This is an optimization exercise on Yosys and OpenROAD, whose aim is small area, a short achievable clock period and few clock cycles per item, not a production implementation. The RTL was checked by simulation tests, not by an equivalence proof against the original design. Power figures rest on the tool's default switching activity, not on a simulated workload.

==> flow/design.v <==
package rgtp_pkg;
  localparam int COORD_W   = 11;
  localparam int COUNT_W   = 8;
  localparam int COLOR_W   = 24;
  localparam int STEP_W    = 8;
  localparam int MODE_W    = 2;
  localparam int REG_IDX_W = 3;
  localparam int CFG_DATA_W = 24;
  localparam int LIN_W     = 16;
  localparam int PIX_REC_W = 2*COORD_W + 2*COUNT_W + 3;
  localparam int OUT_REC_W = 2*COORD_W + COLOR_W + 2;
  localparam logic [MODE_W-1:0] MODE_OFF     = 2'd0;
  localparam logic [MODE_W-1:0] MODE_INDEXED = 2'd1;
  localparam logic [MODE_W-1:0] MODE_DIRECT  = 2'd2;
  localparam logic [REG_IDX_W-1:0] REG_PATTERN_MODE = 3'd0;
  localparam logic [REG_IDX_W-1:0] REG_RECT_COUNT   = 3'd1;
  localparam logic [REG_IDX_W-1:0] REG_RECT_WIDTH   = 3'd2;
  localparam logic [REG_IDX_W-1:0] REG_RECT_HEIGHT  = 3'd3;
  localparam logic [REG_IDX_W-1:0] REG_FIRST_COLOR  = 3'd4;
  localparam logic [REG_IDX_W-1:0] REG_COLOR_STEP   = 3'd5;
  localparam logic [REG_IDX_W-1:0] REG_FRAME_WIDTH  = 3'd6;
  localparam logic [REG_IDX_W-1:0] REG_FRAME_HEIGHT = 3'd7;
  localparam logic [COUNT_W-1:0] RECT_COUNT_RST   = 8'd1;
  localparam logic [COORD_W-1:0] FRAME_WIDTH_RST  = 11'd1024;
  localparam logic [COORD_W-1:0] FRAME_HEIGHT_RST = 11'd768;
  localparam int INDEX_BITS_DEF   = 8;
  localparam int CHANNEL_BITS_DEF = 8;
  localparam int RED_POS_DEF      = 16;
  localparam int GREEN_POS_DEF    = 8;
  localparam int BLUE_POS_DEF     = 0;
  localparam int MID_DEPTH_DEF    = 4;
  localparam int OUT_DEPTH_DEF    = 4;
  typedef struct packed {
    logic [MODE_W-1:0]  mode;
    logic [COUNT_W-1:0] count;
    logic [COORD_W-1:0] rect_w;
    logic [COORD_W-1:0] rect_h;
    logic [COLOR_W-1:0] first;
    logic [STEP_W-1:0]  step;
    logic [COORD_W-1:0] frame_w;
    logic [COORD_W-1:0] frame_h;
  } cfg_t;
  typedef struct packed {
    logic [COORD_W-1:0] x;
    logic [COORD_W-1:0] y;
    logic [COUNT_W-1:0] col;
    logic [COUNT_W-1:0] row;
    logic               we;
    logic               indexed;
    logic               frame_end;
  } pix_rec_t;
  typedef struct packed {
    logic [COORD_W-1:0] x;
    logic [COORD_W-1:0] y;
    logic [COLOR_W-1:0] color;
    logic               we;
    logic               frame_end;
  } out_rec_t;
endpackage
module rgtp_fifo #(
  parameter int WIDTH = 8,
  parameter int DEPTH = 4
) (
  input  logic                       clk,
  input  logic                       rst,
  input  logic                       wr_en,
  input  logic [WIDTH-1:0]           wr_data,
  input  logic                       rd_en,
  output logic [WIDTH-1:0]           rd_data,
  output logic                       full,
  output logic                       empty,
  output logic [$clog2(DEPTH+1)-1:0] count
);
  localparam int PW = (DEPTH > 1) ? $clog2(DEPTH) : 1;
  localparam int CW = $clog2(DEPTH+1);
  logic [WIDTH-1:0] mem [DEPTH];
  logic [PW-1:0]    wr_ptr;
  logic [PW-1:0]    rd_ptr;
  logic             do_wr;
  logic             do_rd;
  assign full    = (count == CW'(DEPTH));
  assign empty   = (count == '0);
  assign do_wr   = wr_en && !full;
  assign do_rd   = rd_en && !empty;
  assign rd_data = mem[rd_ptr];
  always_ff @(posedge clk) begin
    if (do_wr) begin
      mem[wr_ptr] <= wr_data;
    end
  end
  always_ff @(posedge clk) begin
    if (rst) begin
      wr_ptr <= '0;
      rd_ptr <= '0;
      count  <= '0;
    end else begin
      if (do_wr) begin
        wr_ptr <= (wr_ptr == PW'(DEPTH-1)) ? '0 : wr_ptr + PW'(1);
      end
      if (do_rd) begin
        rd_ptr <= (rd_ptr == PW'(DEPTH-1)) ? '0 : rd_ptr + PW'(1);
      end
      if (do_wr && !do_rd) begin
        count <= count + CW'(1);
      end else if (do_rd && !do_wr) begin
        count <= count - CW'(1);
      end
    end
  end
endmodule
import rgtp_pkg::*;
module rgtp_front (
  input  logic              clk,
  input  logic              rst,
  input  logic              push,
  input  logic              restart,
  input  rgtp_pkg::cfg_t    cfg,
  input  logic              q_full,
  output logic              take,
  output rgtp_pkg::pix_rec_t rec
);
  logic [COORD_W-1:0] scan_x, scan_x_next;
  logic [COORD_W-1:0] scan_y, scan_y_next;
  logic [COUNT_W-1:0] grid_column, grid_column_next;
  logic [COUNT_W-1:0] grid_row, grid_row_next;
  logic [COORD_W-1:0] offset_x, offset_x_next;
  logic [COORD_W-1:0] offset_y, offset_y_next;
  logic [COORD_W-1:0] cur_x, cur_y, cur_ox, cur_oy;
  logic [COUNT_W-1:0] cur_col, cur_row;
  logic               in_grid, on, last_x, last_y;
  assign take = push && !q_full;
  always_comb begin
    cur_x   = restart ? '0 : scan_x;
    cur_y   = restart ? '0 : scan_y;
    cur_col = restart ? '0 : grid_column;
    cur_row = restart ? '0 : grid_row;
    cur_ox  = restart ? '0 : offset_x;
    cur_oy  = restart ? '0 : offset_y;
    in_grid = (cfg.rect_w != '0) && (cfg.rect_h != '0)
           && (cur_col < cfg.count) && (cur_row < cfg.count);
    on     = (cfg.mode == MODE_INDEXED) || (cfg.mode == MODE_DIRECT);
    last_x = ({1'b0, cur_x} + 12'd1) >= {1'b0, cfg.frame_w};
    last_y = ({1'b0, cur_y} + 12'd1) >= {1'b0, cfg.frame_h};
    rec.x         = cur_x;
    rec.y         = cur_y;
    rec.col       = cur_col;
    rec.row       = cur_row;
    rec.we        = in_grid && on;
    rec.indexed   = (cfg.mode == MODE_INDEXED);
    rec.frame_end = last_x && last_y;
    scan_x_next      = cur_x;
    scan_y_next      = cur_y;
    grid_column_next = cur_col;
    grid_row_next    = cur_row;
    offset_x_next    = cur_ox;
    offset_y_next    = cur_oy;
    if (!last_x) begin
      scan_x_next = cur_x + COORD_W'(1);
      if (({1'b0, cur_ox} + 12'd1) >= {1'b0, cfg.rect_w}) begin
        offset_x_next = '0;
        if (cur_col != '1) begin
          grid_column_next = cur_col + COUNT_W'(1);
        end
      end else begin
        offset_x_next = cur_ox + COORD_W'(1);
      end
    end else begin
      scan_x_next      = '0;
      grid_column_next = '0;
      offset_x_next    = '0;
      if (!last_y) begin
        scan_y_next = cur_y + COORD_W'(1);
        if (({1'b0, cur_oy} + 12'd1) >= {1'b0, cfg.rect_h}) begin
          offset_y_next = '0;
          if (cur_row != '1) begin
            grid_row_next = cur_row + COUNT_W'(1);
          end
        end else begin
          offset_y_next = cur_oy + COORD_W'(1);
        end
      end else begin
        scan_y_next   = '0;
        grid_row_next = '0;
        offset_y_next = '0;
      end
    end
  end
  always_ff @(posedge clk) begin
    if (rst) begin
      scan_x      <= '0;
      scan_y      <= '0;
      grid_column <= '0;
      grid_row    <= '0;
      offset_x    <= '0;
      offset_y    <= '0;
    end else if (take) begin
      scan_x      <= scan_x_next;
      scan_y      <= scan_y_next;
      grid_column <= grid_column_next;
      grid_row    <= grid_row_next;
      offset_x    <= offset_x_next;
      offset_y    <= offset_y_next;
    end
  end
endmodule
import rgtp_pkg::*;
module rgtp_back #(
  parameter int INDEX_BITS   = rgtp_pkg::INDEX_BITS_DEF,
  parameter int CHANNEL_BITS = rgtp_pkg::CHANNEL_BITS_DEF,
  parameter int RED_POS      = rgtp_pkg::RED_POS_DEF,
  parameter int GREEN_POS    = rgtp_pkg::GREEN_POS_DEF,
  parameter int BLUE_POS     = rgtp_pkg::BLUE_POS_DEF,
  parameter int OUT_DEPTH    = rgtp_pkg::OUT_DEPTH_DEF
) (
  input  logic                           clk,
  input  logic                           rst,
  input  rgtp_pkg::cfg_t                 cfg,
  input  logic                           q_empty,
  input  rgtp_pkg::pix_rec_t             q_data,
  output logic                           q_pop,
  input  logic [$clog2(OUT_DEPTH+1)-1:0] out_count,
  output logic                           out_push,
  output rgtp_pkg::out_rec_t             out_rec
);
  localparam int CW = $clog2(OUT_DEPTH+1) + 1;
  localparam logic [COLOR_W-1:0] IDX_MASK =
    COLOR_W'((25'(1) << INDEX_BITS) - 25'(1));
  logic                    v1;
  rgtp_pkg::pix_rec_t                s1_rec;
  logic [LIN_W-1:0]        s1_lin;
  logic [CHANNEL_BITS-1:0] s1_r_add, s1_g_add, s1_b_add;
  logic                    v2;
  logic [LIN_W-1:0]        lin;
  logic [LIN_W-1:0]        r_prod, g_prod, b_prod;
  logic [COLOR_W-1:0]      idx_color, direct_color, color;
  logic [CHANNEL_BITS-1:0] r_ch, g_ch, b_ch;
  assign q_pop = !q_empty
              && (({1'b0, out_count} + CW'(v1) + CW'(v2)) < CW'(OUT_DEPTH));
  assign out_push = v2;
  always_comb begin
    lin    = (LIN_W'(q_data.row) * LIN_W'(cfg.count)) + LIN_W'(q_data.col);
    r_prod = LIN_W'(q_data.col) * LIN_W'(cfg.step);
    g_prod = LIN_W'(q_data.row) * LIN_W'(cfg.step);
    b_prod = (LIN_W'(q_data.row) + LIN_W'(q_data.col)) * LIN_W'(cfg.step);
  end
  always_comb begin
    idx_color    = (cfg.first + (COLOR_W'(s1_lin) * COLOR_W'(cfg.step))) & IDX_MASK;
    r_ch         = CHANNEL_BITS'(8'(cfg.first >> RED_POS)) + s1_r_add;
    g_ch         = CHANNEL_BITS'(8'(cfg.first >> GREEN_POS)) + s1_g_add;
    b_ch         = CHANNEL_BITS'(8'(cfg.first >> BLUE_POS)) + s1_b_add;
    direct_color = (COLOR_W'(r_ch) << RED_POS) + (COLOR_W'(g_ch) << GREEN_POS)
                 + (COLOR_W'(b_ch) << BLUE_POS);
    if (!s1_rec.we) begin
      color = '0;
    end else if (s1_rec.indexed) begin
      color = idx_color;
    end else begin
      color = direct_color;
    end
  end
  always_ff @(posedge clk) begin
    if (rst) begin
      v1 <= 1'b0;
      v2 <= 1'b0;
    end else begin
      v1 <= q_pop;
      v2 <= v1;
    end
  end
  always_ff @(posedge clk) begin
    s1_rec   <= q_data;
    s1_lin   <= lin;
    s1_r_add <= CHANNEL_BITS'(r_prod);
    s1_g_add <= CHANNEL_BITS'(g_prod);
    s1_b_add <= CHANNEL_BITS'(b_prod);
    out_rec.x         <= s1_rec.x;
    out_rec.y         <= s1_rec.y;
    out_rec.color     <= color;
    out_rec.we        <= s1_rec.we;
    out_rec.frame_end <= s1_rec.frame_end;
  end
endmodule
import rgtp_pkg::*;
module rectangle_grid_test_pattern #(
  parameter int INDEX_BITS   = rgtp_pkg::INDEX_BITS_DEF,
  parameter int CHANNEL_BITS = rgtp_pkg::CHANNEL_BITS_DEF,
  parameter int RED_POS      = rgtp_pkg::RED_POS_DEF,
  parameter int GREEN_POS    = rgtp_pkg::GREEN_POS_DEF,
  parameter int BLUE_POS     = rgtp_pkg::BLUE_POS_DEF,
  parameter int MID_DEPTH    = rgtp_pkg::MID_DEPTH_DEF,
  parameter int OUT_DEPTH    = rgtp_pkg::OUT_DEPTH_DEF
) (
  input  logic                                 clk,
  input  logic                                 rst,
  input  logic                                 push,
  output logic                                 full,
  input  logic                                 restart,
  output logic                                 empty,
  input  logic                                 pop,
  output logic [rgtp_pkg::COORD_W-1:0]         pixel_x,
  output logic [rgtp_pkg::COORD_W-1:0]         pixel_y,
  output logic [rgtp_pkg::COLOR_W-1:0]         pixel_color,
  output logic                                 write_enable,
  output logic                                 frame_end,
  input  logic                                 cfg_write,
  input  logic [rgtp_pkg::REG_IDX_W-1:0]       cfg_index,
  input  logic [rgtp_pkg::CFG_DATA_W-1:0]      cfg_data
);
  rgtp_pkg::cfg_t                           cfg;
  rgtp_pkg::pix_rec_t                       front_rec;
  rgtp_pkg::pix_rec_t                       mid_rec;
  rgtp_pkg::out_rec_t                       back_rec;
  rgtp_pkg::out_rec_t                       res_rec;
  logic                           front_take;
  logic                           mid_full, mid_empty, mid_pop;
  logic [$clog2(MID_DEPTH+1)-1:0] mid_count;
  logic                           out_push, out_full;
  logic [$clog2(OUT_DEPTH+1)-1:0] out_count;
  logic [PIX_REC_W-1:0]    mid_rd;
  logic [OUT_REC_W-1:0]    out_rd;
  always_ff @(posedge clk) begin
    if (rst) begin
      cfg.mode    <= MODE_OFF;
      cfg.count   <= RECT_COUNT_RST;
      cfg.rect_w  <= '0;
      cfg.rect_h  <= '0;
      cfg.first   <= '0;
      cfg.step    <= '0;
      cfg.frame_w <= FRAME_WIDTH_RST;
      cfg.frame_h <= FRAME_HEIGHT_RST;
    end else if (cfg_write) begin
      case (cfg_index)
        REG_PATTERN_MODE: cfg.mode    <= cfg_data[MODE_W-1:0];
        REG_RECT_COUNT:   cfg.count   <= cfg_data[COUNT_W-1:0];
        REG_RECT_WIDTH:   cfg.rect_w  <= cfg_data[COORD_W-1:0];
        REG_RECT_HEIGHT:  cfg.rect_h  <= cfg_data[COORD_W-1:0];
        REG_FIRST_COLOR:  cfg.first   <= cfg_data[COLOR_W-1:0];
        REG_COLOR_STEP:   cfg.step    <= cfg_data[STEP_W-1:0];
        REG_FRAME_WIDTH:  cfg.frame_w <= cfg_data[COORD_W-1:0];
        REG_FRAME_HEIGHT: cfg.frame_h <= cfg_data[COORD_W-1:0];
        default: ;
      endcase
    end
  end
  rgtp_front u_front (
    .clk     (clk),
    .rst     (rst),
    .push    (push),
    .restart (restart),
    .cfg     (cfg),
    .q_full  (mid_full),
    .take    (front_take),
    .rec     (front_rec)
  );
  assign full = mid_full;
  rgtp_fifo #(
    .WIDTH (PIX_REC_W),
    .DEPTH (MID_DEPTH)
  ) u_mid_q (
    .clk     (clk),
    .rst     (rst),
    .wr_en   (front_take),
    .wr_data (front_rec),
    .rd_en   (mid_pop),
    .rd_data (mid_rd),
    .full    (mid_full),
    .empty   (mid_empty),
    .count   (mid_count)
  );
  assign mid_rec = mid_rd;
  rgtp_back #(
    .INDEX_BITS   (INDEX_BITS),
    .CHANNEL_BITS (CHANNEL_BITS),
    .RED_POS      (RED_POS),
    .GREEN_POS    (GREEN_POS),
    .BLUE_POS     (BLUE_POS),
    .OUT_DEPTH    (OUT_DEPTH)
  ) u_back (
    .clk       (clk),
    .rst       (rst),
    .cfg       (cfg),
    .q_empty   (mid_empty),
    .q_data    (mid_rec),
    .q_pop     (mid_pop),
    .out_count (out_count),
    .out_push  (out_push),
    .out_rec   (back_rec)
  );
  rgtp_fifo #(
    .WIDTH (OUT_REC_W),
    .DEPTH (OUT_DEPTH)
  ) u_out_q (
    .clk     (clk),
    .rst     (rst),
    .wr_en   (out_push),
    .wr_data (back_rec),
    .rd_en   (pop),
    .rd_data (out_rd),
    .full    (out_full),
    .empty   (empty),
    .count   (out_count)
  );
  assign res_rec      = out_rd;
  assign pixel_x      = res_rec.x;
  assign pixel_y      = res_rec.y;
  assign pixel_color  = res_rec.color;
  assign write_enable = res_rec.we;
  assign frame_end    = res_rec.frame_end;
endmodule
==> flow/run.sh <==
#!/bin/bash
# synth_recipe.tcl (not shown) runs the flow's synth.tcl, then flattens the netlist and writes it again
# the make line also repeats each setting of config.mk as NAME=value (left out here)
make -C /OpenROAD-flow-scripts/flow DESIGN_CONFIG=/design/flow/config.mk WORK_HOME=/design/flow/orfs CLKGATE_MAP_FILE= SYNTH_SCRIPT=/design/flow/synth_recipe.tcl finish
==> flow/config.mk <==
export PLATFORM = sky130hd
export DESIGN_NAME = rectangle_grid_test_pattern
export DESIGN_NICKNAME = rectangle_grid_test_pattern
export VERILOG_FILES = /design/flow/design.v
export SDC_FILE = /design/flow/constraint.sdc
export NUM_CORES = 4
export LEC_CHECK = 0
export CAP_MARGIN = 20
export CORE_MARGIN = 2
export CORE_UTILIZATION = 40
export SLEW_MARGIN = 20
==> flow/constraint.sdc <==
create_clock -name core_clock -period 8.5 [get_ports {clk}]
set_input_delay 1.7000 -clock core_clock [delete_from_list [all_inputs] [get_ports {clk}]]
set_output_delay 1.7000 -clock core_clock [all_outputs]
set_load 0.01 [all_outputs]
==> impl_results.md <==
- Sw frac: 0.291
- Status: timing/DRC/antenna clean
- Filler cell count: 6685
- Most instantiated cells after synthesis: edfxtp_1 (356), nand2_1 (311), dfxtp_1 (271)
- Final instance count without filler cells: 3571
- Critical path endpoint category: flop
- Via Count: 18300
- #FFs+latches synth: 627
- Gate count after technology mapping: roughly 2500
- TritonCTS buffer count: 67
- DIE HEIGHT: 277 um
- DRC: 0
- Sum Neg Setup Slack: 0 ps
- Top-area cell type share of the netlist area: 0.358
- GRT Overall Usage: 0.173
- Psw: 2550 uW
- WP data arrival: 6990 ps
- Reg power frac: 0.440
- Routed Wire Length: 66200 um
- Peak supply drop: ~0.16 mV
- GR met1 Demand/Resource: 0.235
- Logic pwr share: 0.237
- Crit path kind: reg -> reg
- Clock sinks: 627
- Met3 Use GR: 0.0274
- Hold Path Cell Cnt: 0
- Sequential element share of the synthesized area: 0.540
- CTS Root Cell: clkbuf_16
- Type of the tightest min-delay check: reg -> reg
- Top-count cell post-synth: edfxtp_1
- Setup ws final: 1990 ps
- Slowest cell delay on critical path: 760 ps
- Nets: ~2800
- Reg2Reg Depth: 21
- Netlist cell types: 70
- Gr busiest metal: met2
- Syn_nets: 2772
- CTS H-tree lvls: 3
- CP most frequent cell: xnor2_1
- Critical-path top delay cell: mux4_2
- Clk buf depth: 3
- Mean Syn Cell Area: 12.1 um^2
- Post-synth EDFFs: about 360
- Vias/cell: approximately 5
- Antenna-violating nets left: 0
- Max_slew headroom: 0.144
- Core Footprint: 0.0742 mm^2
- GR Layer Usage met2: 0.285
- Worst r2r dst: u_back.s1_b_add[7]$_DFF_P_
- Setup repair bufs after CTS: 0
- Vias in the first global route: about 19000
- Core Util, Final: 0.456
- First-pass GRT wire length: 104000 um
- Setup slack, reg-to-reg: 1990 ps
- Endpoints failing setup: 0
- Critical path startpoint category: flop
- Worst Tran Pin Value: 1280 ps
- Max-slew violation count: 0
- Yosys warns: 5
- Overflow after GRT: 0
- RePlAce Congestion: between 0.8 and 0.9
- Port bufs: 82
- Row count: 100
- Die X: 277 um
- Cell accounting for the most synthesized area: edfxtp_1
- DR pass1 iterations: 5
- DP Area: 0.0317 mm^2
- Starting DRT DRC Count: 1110
- Cell Area, Synth: between 0.02 and 0.03 mm^2
- Routed len/inst: 18.5 um
- TritonCTS clock tree: built
- CP Max Fanout: 32
- PostCTS Resize Cnt: 0
- Critical path required time: 8980 ps
- Post-route cell area: 0.0339 mm^2
- Count of final hold-check violations: 0
- Clock input transition at the sequential cells of the worst setup and hold paths: 60 ps
- Clock latency on the worst-skew pair: between 600 and 700 ps
- Io pins: 83
- Max frequency: 0.154 GHz
- Largest net degree at the start of global routing: 85
- Initial Util: 0.402
- Initial antenna violation count: 2
- Crit-path cells: buf_4 -> mux4_2 -> ha_1 -> o21a_1 -> o31a_1 -> a21oi_1 -> nand2_1 -> fa_1 -> inv_1 -> ha_1 -> inv_1 -> fa_1 -> fa_1 -> inv_1 -> ha_1 -> a21oi_1 -> xnor2_1 -> xnor2_1 -> xnor2_1 -> xnor3_1 -> xnor2_1
- Max cap viols: 0
- Pre-CTS setup slack: 1950 ps
- Min-delay src: u_back.s1_rec[25]$_DFF_P_
- Prevailing post-synth register cell: edfxtp_1
- Int Pwr: 6200 uW
- Top post-synthesis cells by area: edfxtp_1 (36%), dfxtp_1 (18%), ha_1 (7.9%)
- Die Area: 0.0768 mm^2
- Clock skew: 29.2 ps
- Clock network power share: 0.323
- Hpwl dp: 45400 um
- WHS Endpoint: u_back.out_rec[32]$_DFF_P_
- Share of layout cells above drive strength 1: 0.0907
- Antenna diodes: 0
- Final min period: between 6000 and 7000 ps
- Tcrit/Tclk final: 0.766
- Pleak: around 0.013 uW
- Asr flop ratio synth: 0
- Placed instance count: 3447
- Post-CTS Hold Buffers: 0
- RSZ-0062 raised after global routing: false
- Area growth syn-to-layout: 13.4%
- PD cells: 258 mW/mm^2
critical path: cells and delay by family, from the launching register on:
family                   cells  cell delay, ps
adder cells (fa/ha/maj)      6            2490
flip-flops                   1             550
multiplexers                 1             760
AND/OR/NAND/NOR              1             120
AO/OA/AOI/OAI                4             690
buffers and inverters        4             780
XOR/XNOR                     5             990
registers in the layout, summed over array words and instances, names as in the netlist, 3 cells and up, named ones only:
signal               flops
u_out_q.count            3
u_back.s1_rec           25
u_back.s1_b_add          8
u_back.s1_g_add          8
u_back.s1_lin            8
cfg                     86
u_front.grid_row         8
u_back.out_rec          48
u_front.grid_column      8
u_front.scan_y          11
u_front.offset_y        11
u_back.s1_r_add          8
u_mid_q.count            3
u_mid_q.mem            164
u_out_q.mem            192
u_front.offset_x        11
u_front.scan_x          11
power groups by stage:
stage / clock [uW] / sequential [uW] / combinational [uW]
6_report: 2830 / 3850 / 2070
5_1_grt: 3020 / 3900 / 2290
4_1_cts: 2900 / 3890 / 2060
3_5_place_dp: 0 / 3960 / 2050
3_3_place_gp: 0 / 3930 / 2030
2_1_floorplan: 0 / 3770 / 1470
per-layer routing:
metal	part of all wire	up-vias
li1	-	8719
met1	0.45	9049
met2	0.47	462
met3	0.052	86
met4	0.020	2
met5	0.00015	-
final cells by class:
class                   instances  area [um^2]  share of cell area
clock inverters                28          256             0.00758
flip-flops and latches        627        16100               0.476
clock buffers                  95         1900              0.0561
inverters                     233          875              0.0258
repair buffers                105          998              0.0295
multi-input cells            1514        12500               0.369
well taps                     969         1210              0.0358
worst max-delay path by stage:
stage | start | endpoint | slack [ps] | cells past startpoint
2_1_floorplan | flop | u_back.s1_b_add[7]$_DFF_P_ | 2500 | 20
3_3_place_gp | flop | u_back.s1_b_add[7]$_DFF_P_ | 1960 | 21
3_5_place_dp | flop | u_back.s1_b_add[7]$_DFF_P_ | 1950 | 21
4_1_cts | flop | u_back.s1_b_add[7]$_DFF_P_ | 1930 | 21
5_1_grt | flop | u_back.s1_b_add[7]$_DFF_P_ | 1590 | 21
6_report | flop | u_back.s1_b_add[7]$_DFF_P_ | 1990 | 21
placed cells by master, fill, tap and decap left out, types with 7 or more instances in the layout:
cell type	count
a31oi_1	8
and2_1	73
fa_1	78
o21ai_0	31
ha_1	188
a21o_1	24
clkinv_2	12
a22oi_1	35
inv_1	233
mux4_2	89
or3_1	9
nand2b_1	17
a32o_1	7
dfxtp_1	267
buf_4	23
nand2_1	311
xor2_1	43
clkbuf_1	18
clkdlybuf4s50_1	80
nand4_1	11
and2_2	8
o21bai_1	11
and3_1	13
nor2_1	128
clkbuf_8	7
xnor2_1	101
nor2b_1	58
edfxtp_1	356
nand3_1	33
a21oi_1	140
o21a_1	9
clkbuf_16	69
mux2i_1	8
nor3_1	13
kinds of logic after synthesis:
logic type               after synthesis  synth area share
buffers and inverters                332            0.0424
AND/OR/NAND/NOR                      701             0.110
flip-flops                           627             0.540
XOR/XNOR                             145            0.0430
multiplexers                          97            0.0698
adder cells (fa/ha/maj)              266             0.131
AO/OA/AOI/OAI                        305            0.0642
through the flow:
stage / power (uW) / hold WS, ps
floorplan: 5240 / 310
global placement: 5970 / 311
detailed placement: 6010 / 312
CTS: 8850 / 321
global route: 9210 / 329
finish: 8750 / 321
Testbench counts, summed over its fixed seeds: cycles 19,328, items 19,200.

-- port drivers added, routing unchanged --
The results above use ideal ports. As a check the final layout listed here was re-extracted and re-timed, cells and wires unchanged.
Step 1 sets driving cells, clkbuf_16 on the clock port and buf_2 on the other inputs (assumed; they add their load-dependent delay and slew).
Step 2, shift: input delay + t, output delay - t, t = (earliest + latest rising clock arrival at the registers) / 2. This alone moves slack from input paths to output paths.
Three values: no drivers, after step 1, after step 2; two values: the first two.
t (ns): 0.652
setup slack, ns: 1.993 / 1.993 / 1.993
worst register clock-pin slew, ns: 0.07 / 0.07
pins driven straight from the clock port: 1
After both steps this run still meets setup and hold. For this run, drivers alone change the setup slack by 0.000 ns; drivers and shift together by 0.000 ns.
